From an optimization exercise on the open Yosys and OpenROAD flow, aimed at small area, a short achievable clock period and few clock cycles per item; shortcuts taken in it are not production practice. Function was checked by simulation only, so behaviour that the tests miss may differ from the original.

== build 43 ==
## ascon_hash_top
module ascon_hash_top (
    input  logic              clk,
    input  logic              rst_i,
    input  logic              start_i,
    output logic              busy_o,
    output logic              done_o,
    input  hash_pkg::block_t  s_tdata_i,
    input  hash_pkg::keep_t   s_tkeep_i,
    input  logic              s_tlast_i,
    input  logic              s_tvalid_i,
    output logic              s_tready_o,
    output hash_pkg::block_t  m_tdata_o,
    output logic              m_tlast_o,
    output logic              m_tvalid_o,
    input  logic              m_tready_i
);
Size in the first run: about 4500 cells after synthesis, ~0.038 mm² of cells after synthesis.
Settings: LEC_CHECK=0, CAP_MARGIN=20, CORE_MARGIN=2, CORE_UTILIZATION=40, SETUP_SLACK_MARGIN=5.0, SLEW_MARGIN=20; clock period 10.0 ns.
standard.sh (not shown) runs the stock make flow with config.mk's settings and CLKGATE_MAP_FILE= SYNTH_SCRIPT=/design/flow/synth_recipe.tcl, a recipe that flattens the netlist after the stock synthesis.
==> flow/flow/run.sh <==
#!/bin/bash
# Standard layout, except that ABC maps the combinational logic with an
# area-oriented script (flow/abc_speed.script). Registers are untouched.
set -euo pipefail
cp -r "$FLOW_HOME/scripts" myscripts
cp flow/abc_speed.script myscripts/abc_speed.script
bash standard.sh SCRIPTS_DIR="$PWD/myscripts" SETUP_SLACK_MARGIN=6.0 finish > standard.log 2>&1
==> flow/flow/abc_speed.script <==
&get -n
&st
&dch
&nf -a -R 1000
&put
topo
stime -c
Testbench counts of build 43, summed over its fixed seeds: cycles 21,306, bytes 20,059.
The following lists how build 8 was set up differently from build 43:
diff --git a/flow/flow/run.sh b/flow/flow/run.sh
--- a/flow/flow/run.sh
+++ b/flow/flow/run.sh
@@ -5,3 +5,3 @@
 cp -r "$FLOW_HOME/scripts" myscripts
 cp flow/abc_speed.script myscripts/abc_speed.script
-bash standard.sh SCRIPTS_DIR="$PWD/myscripts" SETUP_SLACK_MARGIN=6.0 finish > standard.log 2>&1
+bash standard.sh SCRIPTS_DIR="$PWD/myscripts" SETUP_SLACK_MARGIN=5.5 finish > standard.log 2>&1
==> flow/flow/abc_speed.script <==
&get -n
&st
&dch
&nf -a -R 1000
&put
buffer -c
topo
stime -c
upsize -c
dnsize -c
Results
Build 8 | status: complete | timing, DRC, antenna: pass
Compared to build 43, the router laid down more metal wire for build 8.
Per the comparison of build 8 with build 43, number of non-clock buffers in the layout moved down, hold slack moved up, overall track demand over capacity in global routing moved down, core area moved up.
Build 8 vs. build 43: design area went down by 9.5%.
Final period demand of the worst path on build 8 is behind build 43.
The following lists how build 29 was set up differently from build 8:
==> flow/flow/run.sh <==
#!/bin/bash
# The standard layout (standard.sh, all ORFS steps) with three changes:
#  - ABC maps the combinational logic with the area-oriented script in
#    flow/abc_speed.script (registers are mapped before ABC, unchanged);
#  - repair_timing aims for 5.5 ns of setup slack (SETUP_SLACK_MARGIN);
#  - ports are buffered with buf_2 instead of the default delay buffer.
# ORFS writes each tool's log under orfs/logs/; make's output goes to
# standard.log.
set -euo pipefail
cp -r "$FLOW_HOME/scripts" myscripts
cp flow/abc_speed.script myscripts/abc_speed.script
bash standard.sh SCRIPTS_DIR="$PWD/myscripts" SETUP_SLACK_MARGIN=5.5 \
    BUFFER_PORTS_ARGS="-buffer_cell sky130_fd_sc_hd__buf_2" finish > standard.log 2>&1
==> flow/flow/abc_speed.script <==
&get -n
&st
&dch
&nf -a -R 1000
&put
topo
stime -c
Maximum frequency, build 29 vs build 8: down slightly. Measured against build 29, the total standard cell area after synthesis of build 8 comes out at 1.11 times the reference value. Looking only at relative area change from synthesis to final layout, and setting everything else aside, the higher value of build 8 and build 29 goes to build 29.
Edits applied to the flow inputs when going from build 29 to build 68:
diff --git a/flow/flow/run.sh b/flow/flow/run.sh
--- a/flow/flow/run.sh
+++ b/flow/flow/run.sh
@@ -10,4 +10,4 @@
 cp -r "$FLOW_HOME/scripts" myscripts
 cp flow/abc_speed.script myscripts/abc_speed.script
-bash standard.sh SCRIPTS_DIR="$PWD/myscripts" SETUP_SLACK_MARGIN=5.5 \
-    BUFFER_PORTS_ARGS="-buffer_cell sky130_fd_sc_hd__buf_2" finish > standard.log 2>&1
+bash standard.sh SCRIPTS_DIR="$PWD/myscripts" SETUP_SLACK_MARGIN=5.7 \
+    BUFFER_PORTS_ARGS="-buffer_cell sky130_fd_sc_hd__buf_2" RECOVER_POWER=100 finish > standard.log 2>&1
==> comparison <==
- Summary across build 68 and build 29: the single failing run is build 68.
- [flow] build 68 | stages: complete | final checks: fail | reason: max-capacitance violations, max-slew violations
- Going from build 29 to build 68, placer congestion estimate higher, cell area after technology mapping has remained practically unchanged.
- Build 29 ended up with reg -> reg as its classification of the worst setup path; build 68 ended up with in -> reg.

========
ascon_hash_top again, from the RTL that the note above started with.
Design ascon_hash_top, start of the top module:
module ascon_hash_top (
    input  logic              clk,
    input  logic              rst_i,
    input  logic              start_i,
    output logic              busy_o,
    output logic              done_o,
    input  hash_pkg::block_t  s_tdata_i,
    input  hash_pkg::keep_t   s_tkeep_i,
    input  logic              s_tlast_i,
    input  logic              s_tvalid_i,
    output logic              s_tready_o,
    output hash_pkg::block_t  m_tdata_o,
    output logic              m_tlast_o,
    output logic              m_tvalid_o,
    input  logic              m_tready_i
);
    localparam int K  = 2;
    localparam int P  = 6;
    localparam int JW = 3;
    localparam ascon_pkg::state_t INIT_STATE = 320'hdd78040e4043feae_948dfde831a83e05_2cf6dc20c037822f_7f0feea630079ddc_d0dec9d479f0af4e;
    ascon_pkg::state_t state_q;
    ascon_pkg::state_t rounds;
    hash_pkg::block_t  pad_blk;
    hash_pkg::block_t  absorb_blk;
    logic [JW-1:0]     step_q;
    logic              busy_q;
    logic              need_q;     
    logic              extra_q;    
    logic              outv_q;     
    logic [1:0]        word_q;
    logic              last_step;
    logic              take_beat;
    logic              take_extra;
    logic              advance;
    assign last_step  = (step_q == JW'(P - 1));
    assign s_tready_o = busy_q && need_q && !extra_q && last_step;
    assign take_beat  = s_tready_o && s_tvalid_i;
    assign take_extra = need_q && extra_q && last_step;
    assign advance    = outv_q ? m_tready_i
                               : !(last_step && need_q && !extra_q && !s_tvalid_i);
    assign busy_o     = busy_q;
    assign m_tvalid_o = outv_q;
    assign m_tlast_o  = (word_q == 2'd3);
    assign m_tdata_o  = state_q[63:0];
    assign done_o     = outv_q && m_tready_i && (word_q == 2'd3);
    ascon_padder u_padder (
        .s_tdata_i (s_tdata_i),
        .s_tkeep_i (s_tkeep_i),
  ...
==> flow/config.mk <==
export PLATFORM = sky130hd
export DESIGN_NAME = ascon_hash_top
export DESIGN_NICKNAME = ascon_hash_top
export VERILOG_FILES = /design/flow/design.v
export SDC_FILE = /design/flow/constraint.sdc
export NUM_CORES = 4
export LEC_CHECK = 0
export CAP_MARGIN = 20
export CORE_MARGIN = 2
export CORE_UTILIZATION = 40
export CTS_BUF_LIST = sky130_fd_sc_hd__clkbuf_8
export SETUP_SLACK_MARGIN = 5.0
export SLEW_MARGIN = 20
==> flow/constraint.sdc <==
create_clock -name core_clock -period 10.0 [get_ports {clk}]
set_input_delay 2.0000 -clock core_clock [delete_from_list [all_inputs] [get_ports {clk}]]
set_output_delay 2.0000 -clock core_clock [all_outputs]
set_load 0.01 [all_outputs]
==> flow/flow/run.sh <==
#!/bin/bash
# Standard layout, except that ABC maps the combinational logic with an
# area-oriented script (flow/abc_speed.script). Registers are untouched.
set -euo pipefail
cp -r "$FLOW_HOME/scripts" myscripts
cp flow/abc_speed.script myscripts/abc_speed.script
bash standard.sh SCRIPTS_DIR="$PWD/myscripts" SETUP_SLACK_MARGIN=5.5 finish > standard.log 2>&1
==> flow/flow/abc_speed.script <==
&get -n
&st
&dch
&nf -a -R 1000
&put
topo
stime -c
Testbench counts at the start, summed over its fixed seeds: cycles 21,306, bytes 20,059.
Next try:
==> flow/flow/run.sh (replaced) <==
#!/bin/bash
# The standard layout (standard.sh, all ORFS steps) with three changes:
#  - ABC maps the combinational logic with the area-oriented script in
#    flow/abc_speed.script (registers are mapped before ABC, unchanged);
#  - repair_timing aims for 5.5 ns of setup slack (SETUP_SLACK_MARGIN);
#  - ports are buffered with buf_2 instead of the default delay buffer.
# ORFS writes each tool's log under orfs/logs/; make's output goes to
# standard.log.
set -euo pipefail
cp -r "$FLOW_HOME/scripts" myscripts
cp flow/abc_speed.script myscripts/abc_speed.script
bash standard.sh SCRIPTS_DIR="$PWD/myscripts" SETUP_SLACK_MARGIN=5.5 \
    BUFFER_PORTS_ARGS="-buffer_cell sky130_fd_sc_hd__buf_2" RECOVER_POWER=100 finish > standard.log 2>&1
- CTS_BUF_LIST: sky130_fd_sc_hd__clkbuf_8 -> not set
Result: With this change the flow completed and failed the layout checks on capacitance limit, slew limit; synthesized area is unchanged; maximum frequency falls by 33%; wire length fell by about 0.8%.
Next try:
==> flow/flow/run.sh (replaced) <==
#!/bin/bash
# Standard layout, except that ABC maps the combinational logic with an
# area-oriented script (flow/abc_speed.script). Registers are untouched.
set -euo pipefail
cp -r "$FLOW_HOME/scripts" myscripts
cp flow/abc_speed.script myscripts/abc_speed.script
bash standard.sh SCRIPTS_DIR="$PWD/myscripts" SETUP_SLACK_MARGIN=5.5 finish > standard.log 2>&1
- PLACE_DENSITY: not set -> 0.75
=> The changed run finished with timing, DRC and antenna clean; register-to-register slack improves by 2.4 ns; area after synthesis does not change; wire length stays flat; first-iteration DRC count rises by 5.4%; final area goes up by about 4.6%; maximum frequency goes up by 52%; worst setup slack gains 2.4 ns.
Next try:
--- a/flow/flow/run.sh
+++ b/flow/flow/run.sh
@@ -6,2 +6,2 @@
 cp flow/abc_speed.script myscripts/abc_speed.script
-bash standard.sh SCRIPTS_DIR="$PWD/myscripts" SETUP_SLACK_MARGIN=5.5 finish > standard.log 2>&1
+bash standard.sh SCRIPTS_DIR="$PWD/myscripts" finish > standard.log 2>&1
- PLACE_DENSITY: 0.75 -> not set
The changed run produced a clean layout.
Count of clock-buffer cells in the layout goes down by 7.
Die area stays the same.
Final area shrinks by 5.8%.
Worst setup slack loses 0.54 ns.
Routed wire length fell by 1.8%.
Next try:
==> flow/run.sh (new file) <==
#!/bin/bash
# synth_recipe.tcl (not shown) runs the flow's synth.tcl, then flattens the netlist and writes it again
# the make line also repeats each setting of config.mk as NAME=value (left out here)
make -C /OpenROAD-flow-scripts/flow DESIGN_CONFIG=/design/flow/config.mk WORK_HOME=/design/flow/orfs CLKGATE_MAP_FILE= SYNTH_SCRIPT=/design/flow/synth_recipe.tcl finish
- CORE_UTILIZATION: 40 -> 50
removed: flow/flow/run.sh
removed: flow/flow/abc_speed.script
removed: flow/standard.sh
Outcome:
- routed wire length rises by 4.8%
- synthesized area rises by 19%
- utilization rises by 7.4 points
Next try:
- ABC_AREA: not set -> 1
- CORE_UTILIZATION: 50 -> 60
- SETUP_SLACK_MARGIN: 5.0 -> not set
What happened: With this change the flow failed in global routing with GRT-0116. Synthesized area went up by 22%. Synthesized cell count came out higher by 140%.

========
ascon_hash_top again, from the RTL that the note above started with.
clock: 10.0 ns
lec_check: 0
cap_margin: 20
core_margin: 2
core_utilization: 40
setup_slack_margin: 5.0
slew_margin: 20
run.sh (not shown) runs the stock make flow with config.mk's settings and CLKGATE_MAP_FILE= SYNTH_SCRIPT=/design/flow/synth_recipe.tcl, a recipe that flattens the netlist after the stock synthesis.
Stock flow here: none of the scripts above is used.
Testbench counts at the start, summed over its fixed seeds: cycles 21,306, bytes 20,059.
==> next run, changes <==
==> flow/flow/run.sh (new file) <==
#!/bin/bash
# The standard layout (standard.sh, all ORFS steps) with three changes:
#  - ABC maps the combinational logic with the area-oriented script in
#    flow/abc_speed.script (registers are mapped before ABC, unchanged);
#  - repair_timing aims for 5.5 ns of setup slack (SETUP_SLACK_MARGIN);
#  - ports are buffered with buf_2 instead of the default delay buffer.
# ORFS writes each tool's log under orfs/logs/; make's output goes to
# standard.log.
set -euo pipefail
cp -r "$FLOW_HOME/scripts" myscripts
cp flow/abc_speed.script myscripts/abc_speed.script
bash standard.sh SCRIPTS_DIR="$PWD/myscripts" SETUP_SLACK_MARGIN=5.5 \
    BUFFER_PORTS_ARGS="-buffer_cell sky130_fd_sc_hd__buf_2" finish > standard.log 2>&1
==> flow/flow/abc_speed.script (new file) <==
&get -n
&st
&dch
&nf -a -R 1000
&put
topo
stime -c
==> flow/standard.sh (new file) <==
#!/bin/bash
# synth_recipe.tcl (not shown) runs the flow's synth.tcl, then flattens the netlist and writes it again
# the make line also repeats each setting of config.mk as NAME=value (left out here)
make -C /OpenROAD-flow-scripts/flow DESIGN_CONFIG=/design/flow/config.mk WORK_HOME=/design/flow/orfs CLKGATE_MAP_FILE= SYNTH_SCRIPT=/design/flow/synth_recipe.tcl "${@:-finish}"
--- a/flow/config.mk
+++ b/flow/config.mk
@@ -10,2 +10,4 @@
 export CORE_UTILIZATION = 40
+export CTS_CLUSTER_DIAMETER = 110
+export CTS_CLUSTER_SIZE = 20
 export SETUP_SLACK_MARGIN = 5.0
removed: flow/run.sh
After rerunning:
- The changed run ran to the end with no violations
- final cell count rises by 2.8%
- design area falls by 7.0%
- sequential share of layout area rises by 0.99 points
- clock-buffer cell count falls by 36
- core utilization rises by 4.8 points
==> next run, changes <==
--- a/flow/config.mk
+++ b/flow/config.mk
@@ -10,4 +10,4 @@
 export CORE_UTILIZATION = 40
-export CTS_CLUSTER_DIAMETER = 110
-export CTS_CLUSTER_SIZE = 20
+export CTS_CLUSTER_DIAMETER = 80
+export CTS_CLUSTER_SIZE = 14
 export SETUP_SLACK_MARGIN = 5.0
The new run completed without violations.
Wire length barely changes.
Utilization increases by 0.32 points.
Worst setup slack is better by 130 ps.
==> next run, changes <==
==> flow/flow/run.sh (replaced) <==
#!/bin/bash
# Standard layout, except that ABC maps the combinational logic with an
# area-oriented script (flow/abc_speed.script). Registers are untouched.
set -euo pipefail
cp -r "$FLOW_HOME/scripts" myscripts
cp flow/abc_speed.script myscripts/abc_speed.script
bash standard.sh SCRIPTS_DIR="$PWD/myscripts" SETUP_SLACK_MARGIN=5.7 finish > standard.log 2>&1
--- a/flow/config.mk
+++ b/flow/config.mk
@@ -10,4 +10,2 @@
 export CORE_UTILIZATION = 40
-export CTS_CLUSTER_DIAMETER = 80
-export CTS_CLUSTER_SIZE = 14
 export SETUP_SLACK_MARGIN = 5.0
The changed run passed the timing, design-rule and antenna checks.
Final area rose by 7.2%.
Count of clock-buffer cells in the layout increases by 22.
Flip-flop and latch count stays the same.
Via count went up by 2.1%.
Worst hold slack stays flat.
Worst setup slack improves by 230 ps.
First-iteration DRC count climbs by 6.8%.

========
ascon_hash_top again, from the RTL that the note above started with.
export LEC_CHECK = 0
export CAP_MARGIN = 20
export CORE_MARGIN = 2
export CORE_UTILIZATION = 40
export CTS_CLUSTER_DIAMETER = 80
export CTS_CLUSTER_SIZE = 14
export SETUP_SLACK_MARGIN = 5.0
export SLEW_MARGIN = 20
create_clock -name core_clock -period 10.0 [get_ports {clk}]
standard.sh (not shown) runs the stock make flow with config.mk's settings and CLKGATE_MAP_FILE= SYNTH_SCRIPT=/design/flow/synth_recipe.tcl, a recipe that flattens the netlist after the stock synthesis.
==> flow/flow/run.sh <==
#!/bin/bash
set -euo pipefail
cp -r "$FLOW_HOME/scripts" myscripts
cp flow/abc_speed.script myscripts/abc_speed.script
bash standard.sh SCRIPTS_DIR="$PWD/myscripts" SETUP_SLACK_MARGIN=5.5 \
    BUFFER_PORTS_ARGS="-buffer_cell sky130_fd_sc_hd__buf_2" finish > standard.log 2>&1
==> flow/flow/abc_speed.script <==
&get -n
&st
&dch
&nf -a -R 1000
&put
topo
stime -c
Testbench counts at the start, summed over its fixed seeds: cycles 21,306, bytes 20,059.
Then changed:
==> flow/flow/run.sh (replaced) <==
#!/bin/bash
# Standard layout, except that ABC maps the combinational logic with an
# area-oriented script (flow/abc_speed.script). Registers are untouched.
set -euo pipefail
cp -r "$FLOW_HOME/scripts" myscripts
cp flow/abc_speed.script myscripts/abc_speed.script
bash standard.sh SCRIPTS_DIR="$PWD/myscripts" SETUP_SLACK_MARGIN=5.5 finish > standard.log 2>&1
- CTS_CLUSTER_DIAMETER: 80 -> unset
- CTS_CLUSTER_SIZE: 14 -> unset
Outcome: The new run ran to the end with no violations. Worst setup slack gains 19 ps. Final cell count went up slightly. Critical path depth grows by 2. Synthesized area is unchanged. Core utilization increases by 1.5 points. First-iteration DRC count rises by a few percent. Global-route usage went up by 0.42 points.
Then changed:
==> flow/run.sh (new file) <==
#!/bin/bash
# synth_recipe.tcl (not shown) runs the flow's synth.tcl, then flattens the netlist and writes it again
# the make line also repeats each setting of config.mk as NAME=value (left out here)
make -C /OpenROAD-flow-scripts/flow DESIGN_CONFIG=/design/flow/config.mk WORK_HOME=/design/flow/orfs CLKGATE_MAP_FILE= SYNTH_SCRIPT=/design/flow/synth_recipe.tcl finish
- SETUP_SLACK_MARGIN: 5.0 -> 4.5
removed: flow/flow/run.sh
removed: flow/flow/abc_speed.script
removed: flow/standard.sh
Result: Non-clock buffer count fell by 97. Synthesized area rose by 19%. Hold slack is about the same.

## re-timing with driven ports
No port has a modelled driver above. Below, the same layouts with a new extraction and two added sets of constraints.
Step 1 assumes that a clkbuf_16 drives the clock port and a buf_2 every other input.
Step 2 also shifts input and output timing later by t, the mid clock arrival at the registers, as if the neighbouring blocks saw the same clock.
a / b / c = ideal ports / drivers / drivers and shift; a / b = the first two.
| run | shift t [ns] | slack for setup (ns) | cell pins on the clock port's net |
|---|---|---|---|
| build 43 | 0.732 | 5.630 / 5.589 / 5.347 | 1 |
| build 8 | 0.734 | 5.275 / 5.275 / 4.917 | 1 |
| build 29 | 0.725 | 5.238 / 5.238 / 5.189 | 1 |
| build 68 | 0.732 | 3.509 / 3.558 / 2.826 | 1 |
| the first run of note 2 | 0.826 | 5.227 / 5.227 / 4.819 | 1 |
| the second run of note 2 | 0.726 | 2.906 / 2.906 / 2.906 | 1 |
| the third run of note 2 | 0.715 | 5.323 / 5.323 / 4.978 | 1 |
| the fourth run of note 2 | 0.725 | 4.786 / 4.786 / 4.685 | 1 |
| the fifth run of note 2 | 0.732 | 4.726 / 4.726 / 4.342 | 1 |
| the first run of note 3 | 0.722 | 4.676 / 4.676 / 4.521 | 1 |
| the second run of note 3 | 0.713 | 5.166 / 5.166 / 5.166 | 1 |
| the third run of note 3 | 0.734 | 5.295 / 5.295 / 5.001 | 1 |
| the fourth run of note 3 | 0.745 | 5.520 / 5.520 / 4.920 | 1 |
| the first run of note 4 | 0.734 | 5.295 / 5.295 / 5.001 | 1 |
| the second run of note 4 | 0.728 | 5.315 / 5.315 / 4.693 | 1 |
| the third run of note 4 | 0.724 | 4.402 / 4.402 / 4.196 | 1 |
The setup slack of build 68, which loses most, moves by +0.049 ns with the drivers and by -0.683 ns with both steps.
